From an optimization exercise on the open Yosys and OpenROAD flow, aimed at small area, a short achievable clock period and few clock cycles per item; shortcuts taken in it are not production practice.
Only simulation tests tie the RTL to the original design; equivalence was not proved.

==> flow/design.v <==
package bpa_pkg;
  localparam int MAX_PAGES   = 4096;
  localparam int WORD_BITS   = 32;
  localparam int MAP_WORDS   = (MAX_PAGES + WORD_BITS - 1) / WORD_BITS;
  localparam int PAGE_W      = $clog2(MAX_PAGES);
  localparam int CNT_W       = PAGE_W + 1;
  localparam int BIT_W       = $clog2(WORD_BITS);
  localparam int WADDR_W     = $clog2(MAP_WORDS);
  localparam int FLIP_W      = BIT_W + 1;
  localparam int OP_W        = 2;
  localparam int STS_W       = 2;
  localparam int IN_TDATA_W  = ((PAGE_W + CNT_W + 7) / 8) * 8;
  localparam int OUT_TDATA_W = ((PAGE_W + 2 * CNT_W + 7) / 8) * 8;
  typedef enum logic [OP_W-1:0] {
    OP_ALLOC    = 2'd0,
    OP_FREE     = 2'd1,
    OP_RUN_FREE = 2'd2,
    OP_RUN_USED = 2'd3
  } op_e;
  typedef enum logic [STS_W-1:0] {
    STS_OK      = 2'd0,
    STS_NO_FREE = 2'd1,
    STS_RANGE   = 2'd2
  } status_e;
  typedef enum logic [1:0] {
    ALU_FIND,
    ALU_SET,
    ALU_CLR
  } alu_mode_e;
  typedef enum logic [2:0] {
    S_IDLE,
    S_CHECK,
    S_READ,
    S_MODIFY,
    S_DONE
  } state_e;
  typedef struct packed {
    alu_mode_e            mode;
    logic [WADDR_W-1:0]   addr;
    logic [PAGE_W-1:0]    lo;
    logic [CNT_W-1:0]     end_pg;
    logic [WORD_BITS-1:0] data;
  } alu_req_t;
  typedef struct packed {
    logic [WORD_BITS-1:0] data;
    logic [FLIP_W-1:0]    flips;
    logic                 found;
    logic [BIT_W-1:0]     bit_idx;
  } alu_rsp_t;
endpackage
module bpa_ram #(
  parameter int WIDTH = 32,
  parameter int DEPTH = 128
) (
  input  logic                     clk_i,
  input  logic                     we_i,
  input  logic [$clog2(DEPTH)-1:0] waddr_i,
  input  logic [WIDTH-1:0]         wdata_i,
  input  logic [$clog2(DEPTH)-1:0] raddr_i,
  output logic [WIDTH-1:0]         rdata_o
);
  logic [WIDTH-1:0] mem_q [DEPTH];
  always_ff @(posedge clk_i) begin
    if (we_i) begin
      mem_q[waddr_i] <= wdata_i;
    end
    rdata_o <= mem_q[raddr_i];
  end
endmodule
module bpa_word_alu (
  input  logic [31:0] data_i,
  output logic [31:0] data_o
);
  assign data_o = data_i;
endmodule
import bpa_pkg::*;
module bitmap_page_allocator_top (
  input  logic                               clk_i,
  input  logic                               rst_ni,
  input  logic                               cfg_valid_i,
  output logic                               cfg_ready_o,
  input  logic [bpa_pkg::CNT_W-1:0]          cfg_data_i,
  input  logic                               s_axis_tvalid,
  output logic                               s_axis_tready,
  input  logic [bpa_pkg::IN_TDATA_W-1:0]     s_axis_tdata,
  input  logic [bpa_pkg::OP_W-1:0]           s_axis_tuser,
  output logic                               m_axis_tvalid,
  input  logic                               m_axis_tready,
  output logic [bpa_pkg::OUT_TDATA_W-1:0]    m_axis_tdata,
  output logic [bpa_pkg::STS_W-1:0]          m_axis_tuser
);
  localparam int NW = 64;    
  localparam int WB = 64;    
  localparam int NR = 32;    
  localparam int NG = 16;    
  function automatic logic [63:0] pre_or(input logic [63:0] x);
    pre_or = x;
    for (int s = 1; s < 64; s = s * 2) pre_or = pre_or | (pre_or << s);
  endfunction
  function automatic logic [63:0] first1(input logic [63:0] x);
    first1 = x & ~(pre_or(x) << 1);
  endfunction
  function automatic logic [127:0] pre_cnt2(input logic [63:0] x);
    logic [63:0] c1, c2;
    c1 = x;
    c2 = '0;
    for (int s = 1; s < 64; s = s * 2) begin
      c2 = c2 | (c2 << s) | (c1 & (c1 << s));
      c1 = c1 | (c1 << s);
    end
    pre_cnt2 = {c2, c1};
  endfunction
  function automatic logic [13:0] add14(input logic [13:0] a, input logic [13:0] b,
                                        input logic ci);
    logic [13:0] g, p, pp;
    logic [13:0] c;
    g  = a & b;
    p  = a ^ b;
    pp = p;
    for (int s = 1; s < 14; s = s * 2) begin
      g  = g | (pp & (g << s));
      pp = pp & ((pp << s) | ~(14'h3fff << s));
    end
    c = {g[12:0], 1'b0} | ({pp[12:0], 1'b1} & {14{ci}});
    add14 = p ^ c;
  endfunction
  function automatic logic [5:0] enc64(input logic [63:0] x);
    enc64 = '0;
    for (int j = 0; j < 64; j++) begin
      if (x[j]) enc64 = enc64 | 6'(j);
    end
  endfunction
  function automatic logic [63:0] dec64(input logic [5:0] a);
    dec64 = '0;
    dec64[a] = 1'b1;
  endfunction
  function automatic logic [3:0] pop8(input logic [7:0] x);
    logic [1:0] a, b, c, d;
    a = {1'b0, x[0]} + {1'b0, x[1]};
    b = {1'b0, x[2]} + {1'b0, x[3]};
    c = {1'b0, x[4]} + {1'b0, x[5]};
    d = {1'b0, x[6]} + {1'b0, x[7]};
    pop8 = ({2'b00, a} + {2'b00, b}) + ({2'b00, c} + {2'b00, d});
  endfunction
  logic              s_rdy_q, cfg_rdy_q;
  logic              rq_v_q, rq_one_q;
  logic [1:0]        rq_op_q;
  logic [5:0]        rq_low_q, rq_lob_q;   
  logic [6:0]        rq_hiw_q;             
  logic [5:0]        rq_hib_q;
  logic              rq_nochg_q;
  logic              rq_last_q;            
  logic              rq_over_q;            
  logic [5:0]        wb_q;                 
  logic [5:0]        whi_q;                
  logic              whi_ok_q;             
  logic [5:0]        ra_e_q;               
  logic [4:0]        ra_o_q;               
  logic [12:0]       tot_q, used_q, free_q;
  logic [NW-1:0]     vld_q, hf_q;
  logic [WB-1:0]     m0_q [NR];
  logic [WB-1:0]     m1_q [NR];
  logic              hnone_q, snone_q;
  logic [5:0]        hfi_q, sec_q;
  logic              p1_v_q, p1_dv_q, p1_neg_q, p1_inc_q;
  logic [1:0]        p1_sts_q;
  logic [11:0]       p1_gr_q;
  logic [3:0]        p1_pc_q [NG];
  logic              p2_v_q, p2_dv_q, p2_neg_q;
  logic [1:0]        p2_sts_q;
  logic [11:0]       p2_gr_q;
  logic [7:0]        p2_delta_q;
  logic              o_v_q, s_v_q;
  logic [1:0]        o_sts_q, s_sts_q;
  logic [11:0]       o_gr_q, s_gr_q;
  logic [12:0]       o_u_q, s_u_q, o_f_q, s_f_q;
  wire stall = s_v_q;
  wire        is_alloc  = (rq_op_q == 2'd0);
  wire        is_set    = (rq_op_q == 2'd3);
  wire        e_go      = rq_v_q & ~stall;
  wire        range_err = rq_over_q | ({rq_hiw_q, rq_hib_q} > tot_q);
  wire        wb0       = wb_q[0];
  logic [6:0]  w_e, w_o;
  logic        e_gt_lo, e_eq_lo, e_lt_hi, e_eq_hi;
  logic        o_gt_lo, o_eq_lo, o_lt_hi, o_eq_hi;
  logic [WB-1:0] t_lo, t_hi, mask0, mask1;
  assign w_e     = {ra_e_q, 1'b0};
  assign w_o     = {1'b0, ra_o_q, 1'b1};
  assign e_gt_lo = w_e >  {1'b0, rq_low_q};
  assign e_eq_lo = w_e == {1'b0, rq_low_q};
  assign e_lt_hi = w_e <  rq_hiw_q;
  assign e_eq_hi = w_e == rq_hiw_q;
  assign o_gt_lo = w_o >  {1'b0, rq_low_q};
  assign o_eq_lo = w_o == {1'b0, rq_low_q};
  assign o_lt_hi = w_o <  rq_hiw_q;
  assign o_eq_hi = w_o == rq_hiw_q;
  always_comb begin
    for (int j = 0; j < WB; j++) begin
      t_lo[j]  = (6'(j) >= rq_lob_q);
      t_hi[j]  = (6'(j) <  rq_hib_q);
      mask0[j] = (e_gt_lo | (e_eq_lo & t_lo[j])) & (e_lt_hi | (e_eq_hi & t_hi[j]));
      mask1[j] = (o_gt_lo | (o_eq_lo & t_lo[j])) & (o_lt_hi | (o_eq_hi & t_hi[j]));
    end
  end
  logic [4:0]    ra0, ra1;
  logic [WB-1:0] rd0, rd1, rv0w, rv1w, a_word;
  logic          rv0, rv1;
  assign ra0    = is_alloc ? hfi_q[5:1] : ra_e_q[4:0];
  assign ra1    = is_alloc ? hfi_q[5:1] : ra_o_q;
  assign rd0    = m0_q[ra0];
  assign rd1    = m1_q[ra1];
  assign a_word = hfi_q[0] ? rd1 : rd0;
  assign rv0    = vld_q[{ra_e_q[4:0], 1'b0}] & ~ra_e_q[5];
  assign rv1    = vld_q[{ra_o_q, 1'b1}];
  assign rv0w   = rv0 ? rd0 : {WB{1'b1}};
  assign rv1w   = rv1 ? rd1 : {WB{1'b1}};
  logic [WB-1:0] a_free, a_first, a_new;
  logic [5:0]    a_bit;
  logic          a_still;
  logic [127:0] a_cnt;
  assign a_free  = ~a_word;
  assign a_cnt   = pre_cnt2(a_free);
  assign a_first = a_free & ~(a_cnt[63:0] << 1);
  assign a_new   = a_word | a_first;
  assign a_bit   = enc64(a_first);
  assign a_still = a_cnt[127];
  logic [WB-1:0] r_new0, r_new1, fl0, fl1;
  assign r_new0 = is_set ? (rv0w | mask0) : (rv0w & ~mask0);
  assign r_new1 = is_set ? (rv1w | mask1) : (rv1w & ~mask1);
  assign fl0    = mask0 & (is_set ? ~rv0w : rv0w);
  assign fl1    = mask1 & (is_set ? ~rv1w : rv1w);
  wire run_wr = e_go & ~is_alloc & ~range_err & ~rq_nochg_q;
  wire al_wr  = e_go & is_alloc & ~hnone_q;
  logic [WB-1:0] wd0, wd1;
  logic [NR-1:0] we0, we1;
  assign wd0 = is_alloc ? a_new : r_new0;
  assign wd1 = is_alloc ? a_new : r_new1;
  always_comb begin
    for (int r = 0; r < NR; r++) begin
      we0[r] = (al_wr & ~hfi_q[0] & (hfi_q[5:1] == 5'(r))) | (run_wr & (ra_e_q == 6'(r)));
      we1[r] = (al_wr &  hfi_q[0] & (hfi_q[5:1] == 5'(r))) | (run_wr & (ra_o_q == 5'(r)));
    end
  end
  wire hf0_new = ~&r_new0;
  wire hf1_new = ~&r_new1;
  logic [5:0]    wlo, whi;
  logic          whi_ok;
  logic [NW-1:0] kmask, kset, f1h, f2h, below;
  logic [127:0]  kcnt;
  logic [5:0]    f1, f2;
  logic          f1_ok, f2_ok, kb1, kb2;
  assign wlo    = wb_q;
  assign whi    = whi_q;
  assign whi_ok = whi_ok_q;
  always_comb begin
    if (is_alloc) begin
      kmask = hnone_q ? '0 : dec64(hfi_q);
    end else begin
      kmask = dec64(wlo) | (whi_ok ? dec64(whi) : '0);
    end
    for (int j = 0; j < NW; j++) below[j] = (6'(j) < wlo);
  end
  assign kset  = hf_q & ~kmask;
  assign kcnt  = pre_cnt2(kset);
  assign f1h   = kset & ~(kcnt[63:0] << 1);
  assign f2h   = kset & (kcnt[63:0] << 1) & ~(kcnt[127:64] << 1);
  assign f1    = enc64(f1h);
  assign f2    = enc64(f2h);
  assign f1_ok = kcnt[63];
  assign f2_ok = kcnt[127];
  assign kb1   = |(f1h & below);
  assign kb2   = |(f2h & below);
  wire n_lo = wb0 ? hf1_new : hf0_new;
  wire n_hi = whi_ok & (wb0 ? hf0_new : hf1_new);
  logic       hnone_n, snone_n;
  logic [5:0] hfi_n, sec_n;
  always_comb begin
    hnone_n = hnone_q;
    snone_n = snone_q;
    hfi_n   = hfi_q;
    sec_n   = sec_q;
    if (al_wr) begin
      if (!a_still) begin
        hnone_n = snone_q;
        hfi_n   = sec_q;
        snone_n = snone_q | ~f2_ok;
        sec_n   = f2;
      end
    end else if (run_wr) begin
      if (kb1) begin
        hnone_n = 1'b0;
        hfi_n   = f1;
        if (kb2) begin
          snone_n = 1'b0;
          sec_n   = f2;
        end else if (n_lo) begin
          snone_n = 1'b0;
          sec_n   = wlo;
        end else if (n_hi) begin
          snone_n = 1'b0;
          sec_n   = whi;
        end else begin
          snone_n = ~f2_ok;
          sec_n   = f2;
        end
      end else if (n_lo) begin
        hnone_n = 1'b0;
        hfi_n   = wlo;
        snone_n = n_hi ? 1'b0 : ~f1_ok;
        sec_n   = n_hi ? whi : f1;
      end else if (n_hi) begin
        hnone_n = 1'b0;
        hfi_n   = whi;
        snone_n = ~f1_ok;
        sec_n   = f1;
      end else begin
        hnone_n = ~f1_ok;
        hfi_n   = f1;
        snone_n = ~f2_ok;
        sec_n   = f2;
      end
    end
  end
  wire e_done  = is_alloc | range_err | rq_nochg_q | rq_last_q;
  wire e_fin   = e_go & e_done;
  wire e_iter  = e_go & ~e_done;
  logic [3:0] pc [NG];
  always_comb begin
    for (int g = 0; g < NG / 2; g++) begin
      pc[g]          = pop8(fl0[8*g +: 8]);
      pc[g + NG / 2] = pop8(fl1[8*g +: 8]);
    end
  end
  logic [1:0]  e_sts;
  logic [11:0] e_gr;
  always_comb begin
    e_sts = STS_OK;
    e_gr  = '0;
    if (is_alloc) begin
      if (!hnone_q) e_gr  = {hfi_q, a_bit};
      else          e_sts = STS_NO_FREE;
    end else if (range_err) begin
      e_sts = STS_RANGE;
    end
  end
  logic [7:0] p1_sum;
  always_comb begin
    logic [4:0] s1 [8];
    logic [5:0] s2 [4];
    logic [6:0] s3 [2];
    for (int g = 0; g < 8; g++) s1[g] = {1'b0, p1_pc_q[2*g]} + {1'b0, p1_pc_q[2*g+1]};
    for (int g = 0; g < 4; g++) s2[g] = {1'b0, s1[2*g]} + {1'b0, s1[2*g+1]};
    for (int g = 0; g < 2; g++) s3[g] = {1'b0, s2[2*g]} + {1'b0, s2[2*g+1]};
    p1_sum = {1'b0, s3[0]} + {1'b0, s3[1]} + {7'd0, p1_inc_q};
  end
  logic [12:0] used_n, free_n;
  always_comb begin
    used_n = 13'(add14({1'b0, used_q}, p2_neg_q ? ~{6'd0, p2_delta_q} : {6'd0, p2_delta_q},
                       p2_neg_q));
    free_n = 13'(add14({1'b0, free_q}, p2_neg_q ? {6'd0, p2_delta_q} : ~{6'd0, p2_delta_q},
                       ~p2_neg_q));
  end
  wire r_v = p2_v_q & ~stall;
  wire s_acc   = s_axis_tvalid & s_rdy_q;
  wire cfg_acc = cfg_valid_i & cfg_rdy_q;
  wire pop     = o_v_q & m_axis_tready;
  logic [1:0]  in_op;
  logic [11:0] in_idx;
  logic [12:0] in_cnt;
  logic [13:0] in_hi;
  logic [5:0]  in_wb;
  assign in_op  = s_axis_tuser;
  assign in_idx = s_axis_tdata[11:0];
  assign in_cnt = s_axis_tdata[24:12];
  assign in_hi  = add14({2'b00, in_idx}, in_op[1] ? {1'b0, in_cnt} : 14'd1, 1'b0);
  assign in_wb  = in_idx[11:6];
  wire   in_last = ~in_op[1] | ((in_cnt[12:8] == 5'd0) &&
                                ({1'b0, in_cnt[7:0]} + {3'b000, in_idx[5:0]} <= 9'd128));
  wire       rq_v_n   = (rq_v_q & ~e_fin) | s_acc;
  wire       new_one  = ~(in_op[1] & (in_cnt > 13'd65));
  wire [5:0] wb_next  = wb_q + 6'd2;
  wire       nxt_last = ({rq_hiw_q, rq_hib_q} <= {1'b0, wb_q + 7'd4, 6'd0});
  logic      rq_one_n;
  always_comb begin
    if (s_acc)       rq_one_n = new_one;
    else if (e_iter) rq_one_n = nxt_last;
    else             rq_one_n = rq_one_q;
  end
  wire s_v_n     = s_v_q ? ~pop : (r_v & o_v_q & ~m_axis_tready);
  wire s_rdy_n   = ~rq_v_n | (~s_v_n & rq_one_n);
  wire p1_dv_n   = e_go | (stall & p1_dv_q);
  wire p2_dv_n   = stall ? p2_dv_q : p1_dv_q;
  wire cfg_rdy_n = ~rq_v_n & ~p1_dv_n & ~p2_dv_n;
  logic [12:0] cfg_sat;
  assign cfg_sat = (cfg_data_i > 13'd4096) ? 13'd4096 : cfg_data_i;
  always_ff @(posedge clk_i or negedge rst_ni) begin
    if (!rst_ni) begin
      s_rdy_q   <= 1'b0;
      cfg_rdy_q <= 1'b0;
      rq_v_q    <= 1'b0;
      p1_v_q    <= 1'b0;
      p1_dv_q   <= 1'b0;
      p2_v_q    <= 1'b0;
      p2_dv_q   <= 1'b0;
      o_v_q     <= 1'b0;
      s_v_q     <= 1'b0;
      tot_q     <= '0;
      used_q    <= '0;
      free_q    <= '0;
      vld_q     <= '0;
      hf_q      <= '0;
      hnone_q   <= 1'b1;
      snone_q   <= 1'b1;
    end else begin
      s_rdy_q   <= s_rdy_n;
      cfg_rdy_q <= cfg_rdy_n;
      rq_v_q    <= rq_v_n;
      s_v_q     <= s_v_n;
      p1_dv_q   <= p1_dv_n;
      p2_dv_q   <= p2_dv_n;
      if (!stall) begin
        p1_v_q <= e_fin;
        p2_v_q <= p1_v_q;
      end
      if (s_v_q) begin
        if (pop) o_v_q <= 1'b1;
      end else if (!o_v_q || pop) begin
        o_v_q <= r_v;
      end
      if (cfg_acc) begin
        tot_q   <= cfg_sat;
        used_q  <= cfg_sat;
        free_q  <= '0;
        vld_q   <= '0;
        hf_q    <= '0;
        hnone_q <= 1'b1;
        snone_q <= 1'b1;
      end else begin
        if (!stall && p2_dv_q) begin
          used_q <= used_n;
          free_q <= free_n;
        end
        hnone_q <= hnone_n;
        snone_q <= snone_n;
        for (int r = 0; r < NR; r++) begin
          if (we0[r]) begin
            vld_q[2*r] <= 1'b1;
            hf_q[2*r]  <= is_alloc ? a_still : hf0_new;
          end
          if (we1[r]) begin
            vld_q[2*r+1] <= 1'b1;
            hf_q[2*r+1]  <= is_alloc ? a_still : hf1_new;
          end
        end
      end
    end
  end
  always_ff @(posedge clk_i) begin
    rq_one_q <= rq_one_n;
    hfi_q    <= hfi_n;
    sec_q    <= sec_n;
    if (s_rdy_q) begin
      rq_op_q    <= in_op;
      rq_low_q   <= in_idx[11:6];
      rq_lob_q   <= in_idx[5:0];
      rq_hiw_q   <= in_hi[12:6];
      rq_hib_q   <= in_hi[5:0];
      rq_nochg_q <= in_op[1] & (in_cnt == 13'd0);
      rq_over_q  <= in_hi[13];
      rq_last_q  <= in_last;
      wb_q       <= in_wb;
      whi_q      <= in_wb + 6'd1;
      whi_ok_q   <= ~&in_wb;
      ra_e_q     <= 6'({1'b0, in_wb[5:1]} + {5'd0, in_wb[0]});
      ra_o_q     <= in_wb[5:1];
    end else if (e_iter) begin
      rq_last_q  <= nxt_last;
      wb_q       <= wb_next;
      whi_q      <= whi_q + 6'd2;
      whi_ok_q   <= (whi_q < 6'd62);
      ra_e_q     <= ra_e_q + 6'd1;
      ra_o_q     <= ra_o_q + 5'd1;
    end
    if (!stall) begin
      p1_neg_q <= ~is_alloc & ~is_set;
      p1_inc_q <= al_wr;
      p1_sts_q <= e_sts;
      p1_gr_q  <= e_gr;
      for (int g = 0; g < NG; g++) p1_pc_q[g] <= run_wr ? pc[g] : 4'd0;
      p2_neg_q   <= p1_neg_q;
      p2_sts_q   <= p1_sts_q;
      p2_gr_q    <= p1_gr_q;
      p2_delta_q <= p1_sum;
    end
    for (int r = 0; r < NR; r++) begin
      if (we0[r]) m0_q[r] <= wd0;
      if (we1[r]) m1_q[r] <= wd1;
    end
    if (!s_v_q && o_v_q && !pop && r_v) begin
      s_sts_q <= p2_sts_q;
      s_gr_q  <= p2_gr_q;
      s_u_q   <= used_n;
      s_f_q   <= free_n;
    end
    if (s_v_q) begin
      if (pop) begin
        o_sts_q <= s_sts_q;
        o_gr_q  <= s_gr_q;
        o_u_q   <= s_u_q;
        o_f_q   <= s_f_q;
      end
    end else if (!o_v_q || pop) begin
      o_sts_q <= p2_sts_q;
      o_gr_q  <= p2_gr_q;
      o_u_q   <= used_n;
      o_f_q   <= free_n;
    end
  end
  assign s_axis_tready = s_rdy_q;
  assign cfg_ready_o   = cfg_rdy_q;
  assign m_axis_tvalid = o_v_q;
  assign m_axis_tuser  = o_sts_q;
  assign m_axis_tdata  = {2'b00, o_f_q, o_u_q, o_gr_q};
endmodule
==> flow/constraint.sdc <==
create_clock -name core_clock -period 12.0 [get_ports {clk_i}]
set_input_delay 2.4000 -clock core_clock [delete_from_list [all_inputs] [get_ports {clk_i}]]
set_output_delay 2.4000 -clock core_clock [all_outputs]
set_load 0.01 [all_outputs]
==> flow/run.sh <==
#!/bin/bash
# synth_recipe.tcl (not shown) runs the flow's synth.tcl, then flattens the netlist and writes it again
# the make line also repeats each setting of config.mk as NAME=value (left out here)
make -C /OpenROAD-flow-scripts/flow DESIGN_CONFIG=/design/flow/config.mk WORK_HOME=/design/flow/orfs CLKGATE_MAP_FILE= SYNTH_SCRIPT=/design/flow/synth_recipe.tcl finish
==> flow/config.mk <==
export PLATFORM = sky130hd
export DESIGN_NAME = bitmap_page_allocator_top
export DESIGN_NICKNAME = bitmap_page_allocator_top
export VERILOG_FILES = /design/flow/design.v
export SDC_FILE = /design/flow/constraint.sdc
export NUM_CORES = 4
export LEC_CHECK = 0
export CAP_MARGIN = 20
export CORE_MARGIN = 2
export CORE_UTILIZATION = 30
export SETUP_SLACK_MARGIN = 5
export SLEW_MARGIN = 20
export SYNTH_MEMORY_MAX_BITS = 8192
==> reports/qor.txt, run 1 <==
Worst hold path type: reg -> reg
Rows: 307
Area of the core: 699,500 um^2
Placed Instances: 24,989
Seq cells post-synth: 4,716
Met1 wire length: 401.3 mm
Hold path depth: 0
CTS clk-pin slew, worst paths: 0.07 ns
Vias in the first global route: 156,773
CTS tree: done
Antenna violation net count after detailed routing: 0
Worst reg2reg startpoint: rq_op_q[0]$_DFFE_PP_
WP data required: 12.94 ns
Clock Skew: 0.1164 ns
Top-area cell type share of the netlist area: 0.6194
Met3 WL post-DR: 179.5 mm
Synth cell types: 140
TNS Setup: 0 ns
Post-Route WL: 1136 mm
Count of final hold-check violations: 0
Post-DP HPWL: 696.7 mm
TritonCTS Sinks: 4,716
H-Tree Level Count: 5
Area growth syn-to-layout: 21.12%
Number of max-cap violations: 0
CP Class: reg -> reg
WL met2: 462.3 mm
Starting density of the core: 0.3012
Vias per cell: 6.626
Net count, final: 17,084
CP arrival: 8.28 ns
Fmax: 136.2 MHz
Number of buffers created by CTS: 467
Gpl congestion: 0.9775
Seq/Total Area, Yosys: 0.6589
Die area: 708,900 um^2
R2R setup slack: 4.66 ns
Async S/R FF share, synth: 0.03774
Worst Tran Pin Value: 1.385 ns
WL/cell: 42.89 um
Final Max Slew Viols: 0
Port bufs: 87
Multi-input logic area: 71,410 um^2
Post-synth EDFFs: 4,345
Initial antenna violation count: 123
First-pass GRT wire length: 1465 mm
First DRT Iteration DRCs: 36,373
Largest net degree at the start of global routing: 108
GRT Total Usage: 0.3003
Root Buffer: clkbuf_16
Worst-skew pair later-pin latency: 1.12 ns
Post-synth top flop: edfxtp_1
YS warnings: 8
Io pins: 97
DR pass1 iterations: 10
Hold Crit Start: p1_gr_q[0]$_SDFFCE_PP0N_
Hold Path Sink: p2_gr_q[0]$_DFFE_PN_
Final core utilization: 0.3648
Final period utilization: 0.6117
Hold-fix buffers, CTS: 0
Die X: 842.0 um
Mapped Avg Cell Area: 13.34 um^2
FF-to-FF path depth: 25
DR top layer: met5
RSZ-0062 raised after global routing: true
Commonest cells after routing, fill and taps aside: edfxtp_1 (4,345), buf_4 (1,126), o21ai_0 (1,083)
Largest cells by area after synthesis: edfxtp_1 (62%), o21ai_0 (2.7%), a22oi_1 (2.5%), dfrtp_1 (2.1%), a21oi_1 (1.9%)
Final setup fails: 0
Fillers: 66,398
Drt drc: 0
Startpoint type of the worst setup path: flop
Post-route setup slack: 4.659 ns
Syn Inst Count: 15,786
Commonest non-fill, non-tap cell in the layout: edfxtp_1
Status: finished clean
Layout cells sized above 1: 0.1935
Post-Layout Cell Count: 26,500
Pre-CTS setup slack: 2.472 ns
Worst-path maximum fanout: 16
Clk buf depth: 4
Via count: 175,596
Register Area: 138,800 um^2
Crit path time final: 7.341 ns
Die Y: 842.0 um
Cell area after synthesis: 210,700 um^2
CP endpoint kind: flop
Max_slew headroom: 0.07642
Gr ovfl total: 0
Yosys top cell by area: edfxtp_1
## flip-flops by register name, summed over array words and instances (netlist names), 7 cells and up, named ones only
register    count
o_f_q          13
free_q         13
s_u_q          13
vld_q          64
s_gr_q         12
p1_gr_q        12
m0_q         2048
used_q         13
s_f_q          13
m1_q         2048
o_u_q          13
rq_hiw_q        7
tot_q          13
p1_pc_q        64
o_gr_q         12
hf_q           64
p2_delta_q      8
p2_gr_q        12
## worst max-delay path, stage by stage (launching register included)
cell	delay, ns
edfxtp_1	0.41
inv_2	0.12
ha_4	0.19
buf_16	0.21
buf_12	0.17
buf_16	0.17
nand3_4	0.14
buf_12	0.21
a21oi_4	0.49
buf_6	0.44
a22oi_1	0.16
o221ai_1	0.60
nor3b_2	0.10
buf_4	0.24
o31ai_4	0.42
nor2_1	0.21
a2111oi_2	0.37
nand4_1	0.24
or4_4	0.62
nor4_4	0.36
buf_4	0.29
buf_4	0.29
a2111oi_4	0.09
a31oi_4	0.21
buf_12	0.22
nor3_2	0.07
## synth_stat cells, types with 116 or more instances
cell type  instances
edfxtp_1        4345
o21ai_0         1151
nand2_1          869
a21oi_1          799
nor2_1           728
a22oi_1          705
clkbuf_1         690
a22o_1           389
inv_1            374
o22ai_1          320
nand3_1          280
nor3_1           274
nand4_1          257
buf_2            249
o221ai_1         213
a211oi_1         206
dfxtp_1          193
dfrtp_1          176
a222oi_1         173
ha_1             168
xnor2_1          162
mux2i_1          158
nor4_1           136
and2_1           121
a2111oi_0        120
o21a_1           120
fa_1             119
o211ai_1         119
buf_1            116
## cell families (layout without fill, tap and decap cells)
kind of cell	Yosys count	in the layout	share of synthesized area
AO/OA/AOI/OAI	5332	5332	0.1793
XOR/XNOR	199	199	0.008274
other	1	102	0.00001780
buffers and inverters	1521	2852	0.03070
adder cells (fa/ha/maj)	336	336	0.02362
flip-flops	4716	4716	0.6589
multiplexers	273	275	0.01453
AND/OR/NAND/NOR	3408	3418	0.08463
## metrics by stage
step | instance area [um^2] | hold WS [ns]
finish | 255200 | 0.3946
global route | 254900 | 0.3996
floorplan | 210800 | 0.4003
global placement | 229400 | 0.4039
detailed placement | 229500 | 0.4045
CTS | 251500 | 0.3690
## worst max path at each step
stage	cells past startpoint	slack, ns	from	end
global route	28	4.76	rq_op_q[1]$_DFFE_PP_	flop
detailed placement	20	2.47	rq_op_q[0]$_DFFE_PP_	m1_q[18][55]$_DFFE_PP_
floorplan	19	2.50	rq_hib_q[0]$_DFFE_PP_	hf_q[27]$_DFFE_PN0P_
CTS	25	4.91	rq_op_q[1]$_DFFE_PP_	flop
finish	25	4.66	rq_op_q[0]$_DFFE_PP_	flop
global placement	20	2.51	rq_op_q[0]$_DFFE_PP_	m1_q[6][55]$_DFFE_PP_
## layout make-up
| type | count | area share |
|---|---|---|
| flip-flops and latches | 4716 | 0.5440 |
| multi-input cells | 9562 | 0.2799 |
| repair buffers | 1615 | 0.06553 |
| clock buffers | 598 | 0.04879 |
| well taps | 9270 | 0.04546 |
| clock inverters | 256 | 0.009709 |
| inverters | 383 | 0.005679 |
| diodes | 100 | 0.0009807 |
## per-layer routing
| layer | GRT usage | vias to the layer above |
|---|---|---|
| met5 | 0.004132 | - |
| met4 | 0.1881 | 93 |
| met3 | 0.1083 | 3953 |
| met2 | 0.4272 | 17293 |
| met1 | 0.3875 | 88704 |
| li1 | - | 65553 |
## repair_timing
action,in CTS,in global routing
resized for setup,568,320
buffers inserted,342,148
setup endpoints to repair,4573,1598
cloned,38,27
pin swaps,151,82
Testbench counts, summed over its fixed seeds: cycles 9,771, items 9,608.
==> run 2: changes to the inputs <==
--- a/flow/config.mk
+++ b/flow/config.mk
@@ -8,6 +8,9 @@
 export CAP_MARGIN = 20
 export CORE_MARGIN = 2
 export CORE_UTILIZATION = 30
+export CTS_BUF_LIST = sky130_fd_sc_hd__clkbuf_8
+export CTS_CLUSTER_SIZE = 24
+export PLACE_DENSITY = 0.45
 export SETUP_SLACK_MARGIN = 5
 export SLEW_MARGIN = 20
 export SYNTH_MEMORY_MAX_BITS = 8192
==> run 2 against run 1 <==
Compared with the run above: sequential cell count stayed put; die area did not move; largest cell class unchanged; core utilization is 0.45 points higher; still clean on timing, DRC and antenna; highest routed layer unchanged.
==> reports/qor.txt, run 2 <==
Hold Crit Start: p1_neg_q$_DFFE_PN_
Post-route setup slack: 4.854 ns
Gr ovfl total: 0
Startpoint type of the worst setup path: flop
Count of final hold-check violations: 0
Synth top cells by count: edfxtp_1 (4,345), o21ai_0 (1,151), nand2_1 (869)
WP depth: 28
TritonCTS Sinks: 4,716
Mapped Avg Cell Area: 13.34 um^2
Commonest non-fill, non-tap cell in the layout: edfxtp_1
Post-synth top flop: edfxtp_1
Worst-skew pair later-pin latency: 1.48 ns
Largest cells by area after synthesis: edfxtp_1 (62%), o21ai_0 (2.7%), a22oi_1 (2.5%), dfrtp_1 (2.1%), a21oi_1 (1.9%)
Clk buf depth: 4
CP Buf/Inv Count: 13
First DRT Iteration DRCs: 32,777
Async S/R FF share, synth: 0.03774
Top-area cell type share of the netlist area: 0.6194
Final setup fails: 0
Area of the core: 699,500 um^2
YS warnings: 8
Number of max-cap violations: 0
TNS Setup: 0 ns
Net count, final: 17,667
Setup crit start: rq_op_q[0]$_DFFE_PP_
Die X: 842.0 um
Fmax: 139.9 MHz
H-Tree Level Count: 6
Vias per cell: 6.453
Clock Skew: 0.2422 ns
Gpl congestion: 0.9754
Post-Route WL: 1233 mm
Final period utilization: 0.5955
WP data required: 13.13 ns
Slowest-stage cell, CP: a222oi_1
Dpl cell area: 230,000 um^2
Rows: 307
Port bufs: 87
Number of buffers created by CTS: 794
R2R setup slack: 4.85 ns
Area growth syn-to-layout: 22.62%
DR pass1 iterations: 10
Finished layout cell area: 258,300 um^2
Placed Instances: 25,002
Worst Setup EP: p1_gr_q[4]$_SDFFCE_PP0N_
Worst reg2reg startpoint: rq_op_q[0]$_DFFE_PP_
R2R Path End: p1_gr_q[4]$_SDFFCE_PP0N_
Worst hold path type: reg -> reg
Via count: 176,241
Worst Tran Pin Value: 1.310 ns
WL/cell: 45.15 um
FF-to-FF path depth: 28
CTS clk-pin slew, worst paths: 0.06 ns
Crit path time final: 7.146 ns
Vias in the first global route: 158,248
Root Buffer: clkbuf_8
Layout cells sized above 1: 0.2211
Status: finished clean
Seq cells post-synth: 4,716
Crit-path leading delay family: buffers and inverters
Syn Inst Count: 15,786
Post-Layout Cell Count: 27,310
Crit-path max cell delay: 0.81 ns
GRT Total Usage: 0.3264
Seq/Total Area, Yosys: 0.6589
Synth cell types: 140
Drt drc: 0
Most common cell in the netlist: edfxtp_1
CP arrival: 8.28 ns
Max_slew headroom: 0.1270
Top cell by count, worst path: buf_4
Starting density of the core: 0.3012
RSZ-0062 raised after global routing: true
Initial antenna violation count: 145
Commonest cells after routing, fill and taps aside: edfxtp_1 (4,345), buf_4 (1,267), o21ai_0 (1,078)
Io pins: 97
Post-synth EDFFs: 4,345
CP Class: reg -> reg
Die area: 708,900 um^2
Final Max Slew Viols: 0
First-pass GRT wire length: 1570 mm
Largest net degree at the start of global routing: 113
Post-DP HPWL: 745.7 mm
Yosys top cell by area: edfxtp_1
Worst-path maximum fanout: 17
CTS tree: done
Antenna violation net count after detailed routing: 0
Pre-CTS setup slack: 1.898 ns
Cell area after synthesis: 210,700 um^2
Largest registers: m0_q: 2048 flops, m1_q: 2048 flops
CP endpoint kind: flop
Die Y: 842.0 um
run 2: cell counts after synthesis:
Identical to the previous run, type by type.
run 2: what timing repair did:
action / CTS / global route
hold buffers: 0 / 0
gates cloned: 40 / 35
endpoints found under the setup margin: 4192 / 2112
buffers inserted: 407 / 314
resized for setup: 601 / 504
pin swaps: 179 / 119
run 2: cells by family after synthesis:
kind of cell | after synthesis | share of synthesized area
AO/OA/AOI/OAI | 5332 | 0.1793
XOR/XNOR | 199 | 0.008274
adder cells (fa/ha/maj) | 336 | 0.02362
buffers and inverters | 1521 | 0.03070
flip-flops | 4716 | 0.6589
multiplexers | 273 | 0.01453
other | 1 | 0.00001780
AND/OR/NAND/NOR | 3408 | 0.08463
run 2: worst register-to-register path, delay by kind of cell (launching register included):
| family | cells | cell delay (ns) |
|---|---|---|
| AOI/OAI and AO/OA | 6 | 2.18 |
| and+or+nand+nor | 7 | 1.43 |
| buffers and inverters | 13 | 2.36 |
| adders and majority gates | 1 | 0.18 |
| DFF | 1 | 0.38 |
| muxes | 1 | 0.32 |
run 2: worst min-delay path by stage:
| stage | endpoint | depth (start not counted) |
|---|---|---|
| after floorplan | p2_gr_q[0]$_DFFE_PN_ | 0 |
| after CTS | p2_neg_q$_DFFE_PN_ | 0 |
| after global placement | p2_sts_q[1]$_DFFE_PN_ | 0 |
| after global routing | p2_neg_q$_DFFE_PN_ | 0 |
| after detailed placement | p2_sts_q[0]$_DFFE_PN_ | 0 |
| final | p2_neg_q$_DFFE_PN_ | 0 |
run 2: per-layer routing:
layer | GRT usage | vias to the layer above | part of all wire
met5 | 0 | - | 0.00043
met4 | 0.1620 | 60 | 0.063
met3 | 0.08678 | 3041 | 0.13
met2 | 0.4788 | 14138 | 0.42
met1 | 0.4457 | 92107 | 0.39
li1 | - | 66895 | -
run 2: final cells by class:
class                           count  area, um^2
Antenna cell                       87       217.7
Clock buffer                      817       11240
Clock inverter                    604        3102
Fill cell                       67607      441200
Inverter                          383        1450
Multi-Input combinational cell   9578       72460
Sequential cell                  4716      138800
Tap cell                         9270       11600
Timing Repair Buffer             1855       19430
run 2: metrics by stage:
step                hold WS, ns    util
floorplan                0.4003       -
global placement         0.4040  0.3286
detailed placement       0.4075  0.3287
CTS                      0.4226  0.3606
global route             0.4232  0.3690
finish                   0.4204  0.3693
==> run 3: changes to the inputs <==
--- a/flow/design.v
+++ b/flow/design.v
@@ -144,7 +144,7 @@
   endfunction
   logic              s_rdy_q, cfg_rdy_q;
   logic              rq_v_q, rq_one_q;
-  logic [1:0]        rq_op_q;
+  logic              rq_alloc_q, rq_set_q;   
   logic [5:0]        rq_low_q, rq_lob_q;   
   logic [6:0]        rq_hiw_q;             
   logic [5:0]        rq_hib_q;
@@ -175,8 +175,8 @@
   logic [11:0]       o_gr_q, s_gr_q;
   logic [12:0]       o_u_q, s_u_q, o_f_q, s_f_q;
   wire stall = s_v_q;
-  wire        is_alloc  = (rq_op_q == 2'd0);
-  wire        is_set    = (rq_op_q == 2'd3);
+  wire        is_alloc  = rq_alloc_q;
+  wire        is_set    = rq_set_q;
   wire        e_go      = rq_v_q & ~stall;
   wire        range_err = rq_over_q | ({rq_hiw_q, rq_hib_q} > tot_q);
   wire        wb0       = wb_q[0];
@@ -218,8 +218,11 @@
   logic [5:0]    a_bit;
   logic          a_still;
   logic [127:0] a_cnt;
+  logic [127:0] a_cnt0, a_cnt1;
   assign a_free  = ~a_word;
-  assign a_cnt   = pre_cnt2(a_free);
+  assign a_cnt0  = pre_cnt2(~rd0);
+  assign a_cnt1  = pre_cnt2(~rd1);
+  assign a_cnt   = hfi_q[0] ? a_cnt1 : a_cnt0;
   assign a_first = a_free & ~(a_cnt[63:0] << 1);
   assign a_new   = a_word | a_first;
   assign a_bit   = enc64(a_first);
@@ -460,7 +463,8 @@
     hfi_q    <= hfi_n;
     sec_q    <= sec_n;
     if (s_rdy_q) begin
-      rq_op_q    <= in_op;
+      rq_alloc_q <= (in_op == 2'd0);
+      rq_set_q   <= (in_op == 2'd3);
       rq_low_q   <= in_idx[11:6];
       rq_lob_q   <= in_idx[5:0];
       rq_hiw_q   <= in_hi[12:6];
==> run 3 against run 2 <==
Compared with the run above: the layout now fails its checks (max-capacitance violations, max-slew violations); via count up 1.9%; die area rose by 1.1%; maximum frequency down 1.7%; non-clock buffer count is 246 lower; core utilization is 0.70 points lower; clock skew is 0.066 ns lower; largest cell class unchanged.
==> reports/qor.txt, run 3 <==
Status: failed layout checks
Fail Reasons: max-capacitance violations, max-slew violations
Seq cells post-synth: 4,716
Startpoint type of the worst setup path: flop
Synth top cells by count: edfxtp_1 (4,345), o21ai_0 (1,132), nor2_1 (1,035)
Register Area: 138,800 um^2
CP arrival: 8.37 ns
Top cell by count, worst path: buf_4
Clock Skew: 0.1760 ns
Via count: 179,651
Post-Route WL: 1254 mm
Rows: 309
Worst-skew pair later-pin latency: 1.47 ns
Port bufs: 87
Worst-path maximum fanout: 43
Cell area after synthesis: 213,000 um^2
H-Tree Level Count: 6
Hold-fix buffers, CTS: 0
Async S/R FF share, synth: 0.03774
R2R Path End: p1_gr_q[5]$_SDFFCE_PP0N_
Largest cells by area after synthesis: edfxtp_1 (61%), o21ai_0 (2.7%), a22oi_1 (2.6%), dfrtp_1 (2.1%), a21oi_1 (2.0%)
Vias in the first global route: 162,312
FF-to-FF path depth: 22
Post-synth top flop: edfxtp_1
GRT Total Usage: 0.3334
Worst hold path type: reg -> reg
Crit-path max cell delay: 0.62 ns
Most common cell in the netlist: edfxtp_1
Final period utilization: 0.6061
Die Y: 846.7 um
Worst reg2reg startpoint: hfi_q[5]$_DFFE_PP_
Die X: 846.7 um
Synth cell types: 124
Fmax: 137.5 MHz
Layout cells sized above 1: 0.2002
RSZ-0062 raised after global routing: true
Root Buffer: clkbuf_8
Clk buf depth: 4
WL/cell: 45.01 um
Commonest cells after routing, fill and taps aside: edfxtp_1 (4,345), buf_4 (1,157), o21ai_0 (1,038)
WP data required: 13.10 ns
Seq/Total Area, Yosys: 0.6516
Die area: 716,800 um^2
CP endpoint kind: flop
Post-Layout Cell Count: 27,871
Count of final hold-check violations: 0
Final core utilization: 0.3623
Largest registers: m0_q: 2048 flops, m1_q: 2048 flops
CP Buf/Inv Count: 7
Final Max Slew Viols: 3
CTS tree: done
Hold Path Sink: p2_neg_q$_DFFE_PN_
Post-DP HPWL: 786.7 mm
First DRT Iteration DRCs: 32,987
Net count, final: 18,025
Commonest non-fill, non-tap cell in the layout: edfxtp_1
Hold path depth: 0
CP Class: reg -> reg
Gpl congestion: 1.026
DR pass1 iterations: 8
TritonCTS Sinks: 4,716
Mapped Avg Cell Area: 12.97 um^2
Top-area cell type share of the netlist area: 0.6125
Antenna violation net count after detailed routing: 0
Area growth syn-to-layout: 20.39%
R2R setup slack: 4.73 ns
Syn Inst Count: 16,420
Worst Tran Pin Value: 2.088 ns
Post-synth EDFFs: 4,345
Finished layout cell area: 256,400 um^2
Critical path, cell by cell: buf_12, nor4bb_4, buf_4, nor2_4, buf_6, a21oi_1, a2111o_1, a2111o_2, o21ai_4, a22oi_1, buf_4, or4bb_1, nor3_2, nand4_1, buf_4, buf_4, o21ai_0, a222oi_1, o2111ai_2, nand4b_1, o41a_1, buf_4
Io pins: 97
Fillers: 68,999
Hold Crit Start: p1_neg_q$_DFFE_PN_
First-pass GRT wire length: 1611 mm
Number of max-cap violations: 1
Placed Instances: 25,901
YS warnings: 8
Starting density of the core: 0.3009
Area of the core: 707,900 um^2
Crit-path leading delay family: compound AO/OA/AOI/OAI gates
Vias per cell: 6.446
CTS clk-pin slew, worst paths: 0.06 ns
Initial antenna violation count: 177
Yosys top cell by area: edfxtp_1
Max_slew headroom: -0.4066
Gr ovfl total: 0
Crit path time final: 7.273 ns
Number of buffers created by CTS: 798
Largest net degree at the start of global routing: 68
Dpl cell area: 232,900 um^2
Slowest-stage cell, CP: a2111o_2
Multi-input logic area: 73,500 um^2
Final setup fails: 0
Drt drc: 0
TNS Setup: 0 ns
[run 3: layout make-up]
cell class | count | area share
Tap cell | 9485 | 0.04628
Clock buffer | 829 | 0.04449
Antenna cell | 79 | 0.0007709
Sequential cell | 4716 | 0.5412
Clock inverter | 589 | 0.01259
Timing Repair Buffer | 1609 | 0.06220
Inverter | 392 | 0.005806
Multi-Input combinational cell | 10172 | 0.2866
[run 3: worst max-delay path by stage]
stage | from | end | slack (ns) | cells after the start
2_1_floorplan | rq_hib_q[1]$_DFFE_PP_ | hf_q[15]$_DFFE_PN0P_ | 3.10 | 18
3_3_place_gp | hfi_q[4]$_DFFE_PP_ | flop | 0.90 | 19
3_5_place_dp | hfi_q[2]$_DFFE_PP_ | flop | 2.25 | 18
4_1_cts | rq_alloc_q$_DFFE_PP_ | m1_q[5][47]$_DFFE_PP_ | 4.87 | 19
5_1_grt | rq_alloc_q$_DFFE_PP_ | flop | 4.77 | 24
6_report | hfi_q[5]$_DFFE_PP_ | p1_gr_q[5]$_SDFFCE_PP0N_ | 4.73 | 22
[run 3: logic make-up (layout without fill, tap and decap cells)]
family,after synthesis,in the layout,share of synthesized area
other,1,81,0.00001760
AO/OA/AOI/OAI,5301,5304,0.1745
flip-flops,4716,4716,0.6516
buffers and inverters,1558,3419,0.03091
XOR/XNOR,198,198,0.008141
multiplexers,321,322,0.01669
AND/OR/NAND/NOR,3995,4016,0.09511
adder cells (fa/ha/maj),330,330,0.02304
[run 3: what timing repair did]
action	4_1_cts	5_1_grt
endpoints found under the setup margin	4257	811
pin swaps	143	43
resized for setup	573	227
cloned	31	12
buffers inserted	340	87
[run 3: stage by stage]
| step | worst slack [ns] | hold WS (ns) |
|---|---|---|
| 2_1_floorplan | 3.104 | 0.4003 |
| 3_3_place_gp | 0.9012 | 0.4021 |
| 3_5_place_dp | 2.246 | 0.4045 |
| 4_1_cts | 4.872 | 0.4005 |
| 5_1_grt | 4.767 | 0.3904 |
| 6_report | 4.727 | 0.4100 |
[run 3: metal layers]
layer	routed length (um)	track usage	vias up
met1	489800	0.4528	93867
met3	160000	0.09400	2951
met2	527500	0.4887	14393
met5	892	0	-
li1	-	-	68346
met4	76320	0.1637	94
Testbench counts of run 3, summed over its fixed seeds: cycles 9,771, items 9,608.
==> run 4: changes to the inputs <==
--- a/flow/design.v
+++ b/flow/design.v
@@ -101,12 +101,30 @@
     first1 = x & ~(pre_or(x) << 1);
   endfunction
   function automatic logic [127:0] pre_cnt2(input logic [63:0] x);
-    logic [63:0] c1, c2;
-    c1 = x;
-    c2 = '0;
-    for (int s = 1; s < 64; s = s * 2) begin
-      c2 = c2 | (c2 << s) | (c1 & (c1 << s));
-      c1 = c1 | (c1 << s);
+    logic [63:0] l1, l2, c1, c2;
+    logic [7:0]  g1, g2, p1, p2;
+    for (int g = 0; g < 8; g++) begin
+      logic [7:0] a1, a2;
+      a1 = x[8*g +: 8];
+      a2 = '0;
+      for (int s = 1; s < 8; s = s * 2) begin
+        a2 = a2 | (a2 << s) | (a1 & (a1 << s));
+        a1 = a1 | (a1 << s);
+      end
+      l1[8*g +: 8] = a1;
+      l2[8*g +: 8] = a2;
+      g1[g] = a1[7];
+      g2[g] = a2[7];
+    end
+    p1 = '0;
+    p2 = '0;
+    for (int g = 1; g < 8; g++) begin
+      p2[g] = p2[g-1] | g2[g-1] | (p1[g-1] & g1[g-1]);
+      p1[g] = p1[g-1] | g1[g-1];
+    end
+    for (int j = 0; j < 64; j++) begin
+      c1[j] = p1[j/8] | l1[j];
+      c2[j] = p2[j/8] | l2[j] | (p1[j/8] & l1[j]);
     end
     pre_cnt2 = {c2, c1};
   endfunction
@@ -156,6 +174,7 @@
   logic              whi_ok_q;             
   logic [5:0]        ra_e_q;               
   logic [4:0]        ra_o_q;               
+  logic [4:0]        ra0_q, ra1_q;         
   logic [12:0]       tot_q, used_q, free_q;
   logic [NW-1:0]     vld_q, hf_q;
   logic [WB-1:0]     m0_q [NR];
@@ -205,8 +224,8 @@
   logic [4:0]    ra0, ra1;
   logic [WB-1:0] rd0, rd1, rv0w, rv1w, a_word;
   logic          rv0, rv1;
-  assign ra0    = is_alloc ? hfi_q[5:1] : ra_e_q[4:0];
-  assign ra1    = is_alloc ? hfi_q[5:1] : ra_o_q;
+  assign ra0    = ra0_q;
+  assign ra1    = ra1_q;
   assign rd0    = m0_q[ra0];
   assign rd1    = m1_q[ra1];
   assign a_word = hfi_q[0] ? rd1 : rd0;
@@ -394,6 +413,20 @@
   wire p1_dv_n   = e_go | (stall & p1_dv_q);
   wire p2_dv_n   = stall ? p2_dv_q : p1_dv_q;
   wire cfg_rdy_n = ~rq_v_n & ~p1_dv_n & ~p2_dv_n;
+  logic [5:0] ra_e_n;
+  logic [4:0] ra_o_n;
+  logic       nxt_alloc;
+  always_comb begin
+    if (s_rdy_q) begin
+      ra_e_n    = 6'({1'b0, in_wb[5:1]} + {5'd0, in_wb[0]});
+      ra_o_n    = in_wb[5:1];
+      nxt_alloc = (in_op == 2'd0);
+    end else begin
+      ra_e_n    = e_iter ? ra_e_q + 6'd1 : ra_e_q;
+      ra_o_n    = e_iter ? ra_o_q + 5'd1 : ra_o_q;
+      nxt_alloc = is_alloc;
+    end
+  end
   logic [12:0] cfg_sat;
   assign cfg_sat = (cfg_data_i > 13'd4096) ? 13'd4096 : cfg_data_i;
   always_ff @(posedge clk_i or negedge rst_ni) begin
@@ -460,6 +493,10 @@
   end
   always_ff @(posedge clk_i) begin
     rq_one_q <= rq_one_n;
+    ra_e_q   <= ra_e_n;
+    ra_o_q   <= ra_o_n;
+    ra0_q    <= nxt_alloc ? hfi_n[5:1] : ra_e_n[4:0];
+    ra1_q    <= nxt_alloc ? hfi_n[5:1] : ra_o_n;
     hfi_q    <= hfi_n;
     sec_q    <= sec_n;
     if (s_rdy_q) begin
@@ -475,15 +512,11 @@
       wb_q       <= in_wb;
       whi_q      <= in_wb + 6'd1;
       whi_ok_q   <= ~&in_wb;
-      ra_e_q     <= 6'({1'b0, in_wb[5:1]} + {5'd0, in_wb[0]});
-      ra_o_q     <= in_wb[5:1];
     end else if (e_iter) begin
       rq_last_q  <= nxt_last;
       wb_q       <= wb_next;
       whi_q      <= whi_q + 6'd2;
       whi_ok_q   <= (whi_q < 6'd62);
-      ra_e_q     <= ra_e_q + 6'd1;
-      ra_o_q     <= ra_o_q + 5'd1;
     end
     if (!stall) begin
       p1_neg_q <= ~is_alloc & ~is_set;
==> flow/config.mk (replaced) <==
export PLATFORM = sky130hd
export DESIGN_NAME = bitmap_page_allocator_top
export DESIGN_NICKNAME = bitmap_page_allocator_top
export VERILOG_FILES = /design/flow/design.v
export SDC_FILE = /design/flow/constraint.sdc
export NUM_CORES = 4
export LEC_CHECK = 0
export CAP_MARGIN = 25
export CORE_MARGIN = 2
export CORE_UTILIZATION = 30
export PLACE_DENSITY = 0.45
export SETUP_SLACK_MARGIN = 5
export SLEW_MARGIN = 25
export SYNTH_MEMORY_MAX_BITS = 8192
==> run 4 against run 3 <==
Compared with the run above: now clean on timing, DRC and antenna; non-clock buffer count fell by 605; sequential cell count down 54; clock-buffer cell count down 134; maximum frequency increased by 1.3%; global-route usage shrank 4.5 points; critical path depth is 1 lower; sequential share of layout area increased by 2.8 points; synthesized area shrank 2.6%; first-iteration DRC count down 25%; routed wire length is 16% lower; final area down 5.7%.
==> reports/qor.txt, run 4 <==
Worst reg2reg startpoint: ra1_q[3]$_DFF_P_
Crit-path leading delay family: compound AO/OA/AOI/OAI gates
Status: finished clean
Cell area after synthesis: 207,500 um^2
Startpoint type of the worst setup path: flop
Die X: 835.6 um
Die area: 698,200 um^2
Crit-path max cell delay: 0.74 ns
Final period utilization: 0.5985
RSZ-0062 raised after global routing: true
Initial antenna violation count: 123
Dpl cell area: 223,000 um^2
Number of buffers created by CTS: 525
Port bufs: 87
Post-synthesis simple-gate area fraction: 0.1465
GRT Total Usage: 0.2886
Clock Skew: 0.06829 ns
Largest net degree at the start of global routing: 117
Combinational family with the most area after synthesis: simple AND/OR/NAND/NOR gates
Net count, final: 16,609
Seq cells post-synth: 4,662
Hold-fix buffers, CTS: 0
Hold Crit Start: p1_neg_q$_DFFE_PN_
WL met2: 442.2 mm
Commonest non-fill, non-tap cell in the layout: edfxtp_1
Top cell by count, worst path: buf_4
Commonest cells after routing, fill and taps aside: edfxtp_1 (4,329), nand3_1 (1,355), nor2_1 (985)
Max_slew headroom: 0.07109
Post-synth top flop: edfxtp_1
Fmax: 139.2 MHz
Setup crit start: ra1_q[3]$_DFF_P_
H-Tree Level Count: 6
Post-synth EDFFs: 4,329
Clk buf depth: 4
Worst hold path type: reg -> reg
CP arrival: 8.15 ns
Layout cells sized above 1: 0.1409
DR pass1 iterations: 10
First DRT Iteration DRCs: 24,584
Critical path, cell by cell: buf_6, nand3_1, buf_4, nor2_4, buf_8, a2111oi_0, nand4_1, nor4_2, buf_4, o21ai_0, o2111a_1, nand4_1, and4b_1, nand4_2, buf_12, o21ai_2, buf_4, mux2_2, a211o_1, a21oi_2, a21oi_1
Synth top cells by count: edfxtp_1 (4,329), nand3_1 (1,364), nor2_1 (1,044)
Synth Area in XOR/XNOR: 0.008824
Compound-cell area share of the yosys netlist: 0.1074
DR top layer: met5
Worst Tran Pin Value: 1.393 ns
Largest cells by area after synthesis: edfxtp_1 (63%), nand3_1 (3.3%), and3_1 (2.4%), dfrtp_1 (2.1%), nor2_1 (1.9%)
Final Max Slew Viols: 0
CP Class: reg -> reg
First-pass GRT wire length: 1384 mm
Antenna violation net count after detailed routing: 0
Starting density of the core: 0.3008
Gpl congestion: 1.016
Fillers: 67,313
Post-Route WL: 1053 mm
Met3 WL post-DR: 120.3 mm
Vias per cell: 6.140
Crit path time final: 7.182 ns
Synth cell types: 132
Async S/R FF share, synth: 0.03818
Post-DP HPWL: 656.4 mm
CTS tree: done
Most common cell in the netlist: edfxtp_1
TritonCTS Sinks: 4,662
Post-synthesis mux area share: 0.01960
Top-area cell type share of the netlist area: 0.6266
Mapped Avg Cell Area: 13.11 um^2
Final core utilization: 0.3506
Final setup fails: 0
Count of final hold-check violations: 0
Met1 wire length: 446.6 mm
YS warnings: 8
Seq/Total Area, Yosys: 0.6631
WP data required: 12.97 ns
Die Y: 835.6 um
CP Buf/Inv Count: 6
Number of max-cap violations: 0
Gr ovfl total: 0
Io pins: 97
Yosys top cell by area: edfxtp_1
Vias in the first global route: 146,001
Multi-input logic area: 65,800 um^2
Rows: 305
CTS clk-pin slew, worst paths: 0.06 ns
Area of the core: 689,600 um^2
Area growth syn-to-layout: 16.55%
TNS Setup: 0 ns
Largest registers: m0_q: 2048 flops, m1_q: 2048 flops
Syn Inst Count: 15,825
WL/cell: 40.55 um
Via count: 159,369
Register Area: 137,600 um^2
Post-synthesis adder-cell area fraction: 0.02177
CP endpoint kind: flop
Root Buffer: clkbuf_16
Finished layout cell area: 241,800 um^2
Worst-path maximum fanout: 22
Worst-skew pair later-pin latency: 1.17 ns
Slowest-stage cell, CP: o21ai_0
Drt drc: 0
run 4: changes by cell type after synthesis, sizes merged, moves of 192 or more:
cell / before / now
nand4: 258 / 450
o21ai: 1146 / 578
nand2: 984 / 755
nand3: 362 / 1365
clkbuf: 654 / 389
o22ai: 381 / 146
a22oi: 740 / 453
a22o: 361 / 130
and3: 105 / 792
a21oi: 859 / 608
run 4: timing repair:
item,4_1_cts,5_1_grt
endpoints found under the setup margin,3303,457
gates cloned,4,1
setup buffers,93,36
gates resized for setup,177,71
pin swaps,32,6
run 4: kinds of logic (layout without fill, tap and decap cells):
family | Yosys count | after routing
AND/OR/NAND/NOR | 5689 | 5691
flip-flops | 4662 | 4662
AO/OA/AOI/OAI | 3180 | 3182
buffers and inverters | 1413 | 2262
multiplexers | 380 | 380
adder cells (fa/ha/maj) | 291 | 291
XOR/XNOR | 209 | 209
other | 1 | 70
run 4: final cells by class:
cell class                 instances  share of cell area
antenna                           68           0.0007038
clock buffer                     695             0.05902
timing repair buffer            1004             0.03842
tap                             9210             0.04766
multi-input combinational       9755              0.2721
inverter                         325            0.005263
clock inverter                   238            0.007695
sequential                      4662              0.5691
run 4: routing by layer:
| metal | vias up | global-route usage |
|---|---|---|
| met2 | 10438 | 0.4196 |
| li1 | 62976 | - |
| met1 | 84204 | 0.4212 |
| met4 | 36 | 0.09871 |
| met5 | - | 0 |
| met3 | 1715 | 0.06734 |
run 4: per-stage QoR:
stage | std cells | setup slack [ns] | hold slack, ns
3_3_place_gp | 24802 | 3.522 | 0.4038
2_1_floorplan | 15826 | 4.530 | 0.4003
3_5_place_dp | 24812 | 3.571 | 0.4080
6_report | 25957 | 4.818 | 0.4076
4_1_cts | 25842 | 4.832 | 0.4032
5_1_grt | 25891 | 4.911 | 0.4186
run 4: worst paths after layout:
path	end	slack, ns	cells past startpoint
setup / recovery	ra1_q[4]$_DFF_P_	4.82	21
hold / removal	p2_neg_q$_DFFE_PN_	0.41	0
setup reg to reg	ra1_q[4]$_DFF_P_	4.82	21
hold reg to reg	p2_neg_q$_DFFE_PN_	0.41	0
max in group asynchronous	hf_q[38]$_DFFE_PN0P_	9.35	2
min in group asynchronous	hf_q[13]$_DFFE_PN0P_	1.25	1
run 4: worst register-to-register path: cells and delay by family (launching register included):
kind,cells,cell delay [ns]
simple gates,7,1.93
buf+inv,6,1.83
flops,1,0.55
compound gates,7,2.35
mux,1,0.37
Testbench counts of run 4, summed over its fixed seeds: cycles 9,771, items 9,608.
==> run 5: changes to the inputs <==
--- a/flow/config.mk
+++ b/flow/config.mk
@@ -9,6 +9,5 @@
 export CORE_MARGIN = 2
 export CORE_UTILIZATION = 30
 export PLACE_DENSITY = 0.45
-export SETUP_SLACK_MARGIN = 5
 export SLEW_MARGIN = 25
 export SYNTH_MEMORY_MAX_BITS = 8192
==> run 5 against run 4 <==
Compared with the run above: sequential share of layout area is 0.55 points higher; die area stayed put; clock skew increased by 0.0097 ns; synthesized area unchanged; maximum frequency fell by 19%; critical path depth decreased by 3; core utilization shrank 0.34 points; non-clock buffer count down 130; synthesized cell count stayed put; clock-buffer cell count is the same; setup slack worse by 1.7 ns; global-route usage decreased by 0.26 points; critical path type unchanged.
==> reports/qor.txt, run 5 <==
Starting density of the core: 0.3008
Crit path time final: 8.865 ns
H-Tree Level Count: 6
CP endpoint kind: flop
Pre-CTS setup slack: 3.571 ns
Die Y: 835.6 um
Seq cells post-synth: 4,662
Async S/R FF share, synth: 0.03818
Hold-fix buffers, CTS: 0
Gpl congestion: 1.016
Commonest non-fill, non-tap cell in the layout: edfxtp_1
Post-Layout Cell Count: 25,808
Worst hold path type: reg -> reg
Post-Route WL: 1043 mm
WL/cell: 40.40 um
Setup crit start: ra0_q[0]$_DFF_P_
Net count, final: 16,475
Largest registers: m0_q: 2048 flops, m1_q: 2048 flops
Crit-path leading delay family: compound AO/OA/AOI/OAI gates
Die X: 835.6 um
Post-synth top flop: edfxtp_1
Vias in the first global route: 145,158
Port bufs: 87
Final Max Slew Viols: 0
Antenna violation net count after detailed routing: 0
Area of the core: 689,600 um^2
Largest cells by area after synthesis: edfxtp_1 (63%), nand3_1 (3.3%), and3_1 (2.4%), dfrtp_1 (2.1%), nor2_1 (1.9%)
TNS Setup: 0 ns
Fillers: 67,509
GRT Total Usage: 0.2860
CP arrival: 9.78 ns
Fmax: 112.8 MHz
Initial antenna violation count: 119
DR pass1 iterations: 6
Syn Inst Count: 15,825
Top-area cell type share of the netlist area: 0.6266
Clk buf depth: 4
Post-route setup slack: 3.135 ns
First DRT Iteration DRCs: 24,891
CTS clk-pin slew, worst paths: 0.06 ns
CP Buf/Inv Count: 3
CP Class: reg -> reg
Final period utilization: 0.7388
Worst Tran Pin Value: 1.282 ns
Largest net degree at the start of global routing: 117
Gr ovfl total: 0
Max_slew headroom: 0.1454
Vias per cell: 6.127
TritonCTS Sinks: 4,662
CTS tree: done
Slowest-stage cell, CP: a2111oi_0
Post-synth EDFFs: 4,329
Yosys top cell by area: edfxtp_1
Worst reg2reg startpoint: ra0_q[0]$_DFF_P_
Crit-path max cell delay: 0.89 ns
Most common cell in the netlist: edfxtp_1
Synth cell types: 132
Status: finished clean
Post-DP HPWL: 656.4 mm
Layout cells sized above 1: 0.1285
Final setup fails: 0
Startpoint type of the worst setup path: flop
Worst-path maximum fanout: 67
Placed Instances: 24,812
RSZ-0062 raised after global routing: false
Die area: 698,200 um^2
WP data required: 12.92 ns
Number of buffers created by CTS: 525
Postcts setup bufs: 0
Count of final hold-check violations: 0
Number of gates resized after CTS: 0
Critical path, cell by cell: buf_12, nand3_2, nor2_4, buf_4, a2111oi_0, nand4_1, o22a_1, nor3_1, a2111oi_0, nand4_1, nor4_4, a31oi_1, o21ai_2, buf_4, mux2_2, a211o_1, a21oi_1, a21oi_1
Via count: 158,114
Commonest cells after routing, fill and taps aside: edfxtp_1 (4,329), nand3_1 (1,364), nor2_1 (988)
YS warnings: 8
Synth top cells by count: edfxtp_1 (4,329), nand3_1 (1,364), nor2_1 (1,044)
Mapped Avg Cell Area: 13.11 um^2
Hold Crit Start: p1_neg_q$_DFFE_PN_
Area growth syn-to-layout: 15.43%
Number of max-cap violations: 0
Cell area after synthesis: 207,500 um^2
Drt drc: 0
Root Buffer: clkbuf_16
Rows: 305
Seq/Total Area, Yosys: 0.6631
Io pins: 97
First-pass GRT wire length: 1373 mm
Clock Skew: 0.07798 ns
Worst-skew pair later-pin latency: 1.12 ns
## run 5: routing by layer
| metal | GRT usage | part of all wire | routed length (um) |
|---|---|---|---|
| met4 | 0.09392 | 0.038 | 40140 |
| met2 | 0.4170 | 0.42 | 439800 |
| met3 | 0.06720 | 0.11 | 113700 |
| met5 | 0 | 0.00018 | 183 |
| met1 | 0.4176 | 0.43 | 448800 |
## run 5: worst paths after layout
| kind | cells after the start | to | slack (ns) |
|---|---|---|---|
| setup reg to reg | 18 | ra1_q[4]$_DFF_P_ | 3.13 |
| hold / removal | 0 | p2_neg_q$_DFFE_PN_ | 0.41 |
| hold reg to reg | 0 | p2_neg_q$_DFFE_PN_ | 0.41 |
| min in group asynchronous | 1 | hf_q[13]$_DFFE_PN0P_ | 1.31 |
| max in group asynchronous | 2 | s_v_q$_DFF_PN0_ | 9.31 |
| setup / recovery | 18 | ra1_q[4]$_DFF_P_ | 3.13 |
## run 5: cells by family after synthesis
group,after synthesis,synth area share
AND/OR/NAND/NOR,5689,0.1465
flip-flops,4662,0.6631
other,1,0.00001808
multiplexers,380,0.01960
adder cells (fa/ha/maj),291,0.02177
AO/OA/AOI/OAI,3180,0.1074
buffers and inverters,1413,0.03287
XOR/XNOR,209,0.008824
## run 5: stage by stage
step	cell area [um^2]	utilization	hold WS (ns)
5_1_grt	239300	0.3471	0.4186
4_1_cts	239100	0.3467	0.4032
6_report	239500	0.3473	0.4109
3_3_place_gp	222700	0.3229	0.4038
3_5_place_dp	223000	0.3233	0.4080
2_1_floorplan	207500	-	0.4003
## run 5: cell type report
| class | count | area [um^2] | area share |
|---|---|---|---|
| flip-flops and latches | 4662 | 137600 | 0.5746 |
| clock buffers | 695 | 14270 | 0.05959 |
| multi-input cells | 9751 | 65110 | 0.2719 |
| inverters | 325 | 1269 | 0.005298 |
| diodes | 53 | 132.6 | 0.0005539 |
| clock inverters | 238 | 1861 | 0.007770 |
| well taps | 9210 | 11520 | 0.04812 |
| repair buffers | 874 | 7689 | 0.03211 |
## run 5: worst register-to-register path, cell delays in order, from the launching register on
cell and delay (ns):
dfxtp_4 0.65, buf_12 0.45, nand3_2 0.86, nor2_4 0.49, buf_4 0.61, a2111oi_0 0.33
nand4_1 0.16, o22a_1 0.88, nor3_1 0.20, a2111oi_0 0.89, nand4_1 0.29, nor4_4 0.80
a31oi_1 0.23, o21ai_2 0.15, buf_4 0.32, mux2_2 0.37, a211o_1 0.34, a21oi_1 0.48
a21oi_1 0.21

==> separate check: timing with driven ports <==
No port has a modelled driver above. Below, the same layouts with a new extraction and two added sets of constraints.
Step 1 assumes that a clkbuf_16 drives the clock port and a buf_2 every other input.
Step 2 adds t to the input delays and takes it off the output delays; t is the mean of the earliest and latest rising clock arrival at the registers after step 1. Input paths then give back, and output paths get back, about the clock's delay inside the block.
a / b / c = no drivers / after step 1 / after step 2; a / b = the first two.
run	shift t [ns]	slack for setup (ns)	worst setup path at the end
run 1	1.177	4.659 / 4.659 / 4.659	register to register
run 2	1.498	4.854 / 4.854 / 4.854	register to register
run 3	1.536	4.727 / 4.727 / 4.727	register to register
run 4	1.246	4.818 / 4.818 / 4.818	register to register
run 5	1.219	3.135 / 3.135 / 3.135	register to register
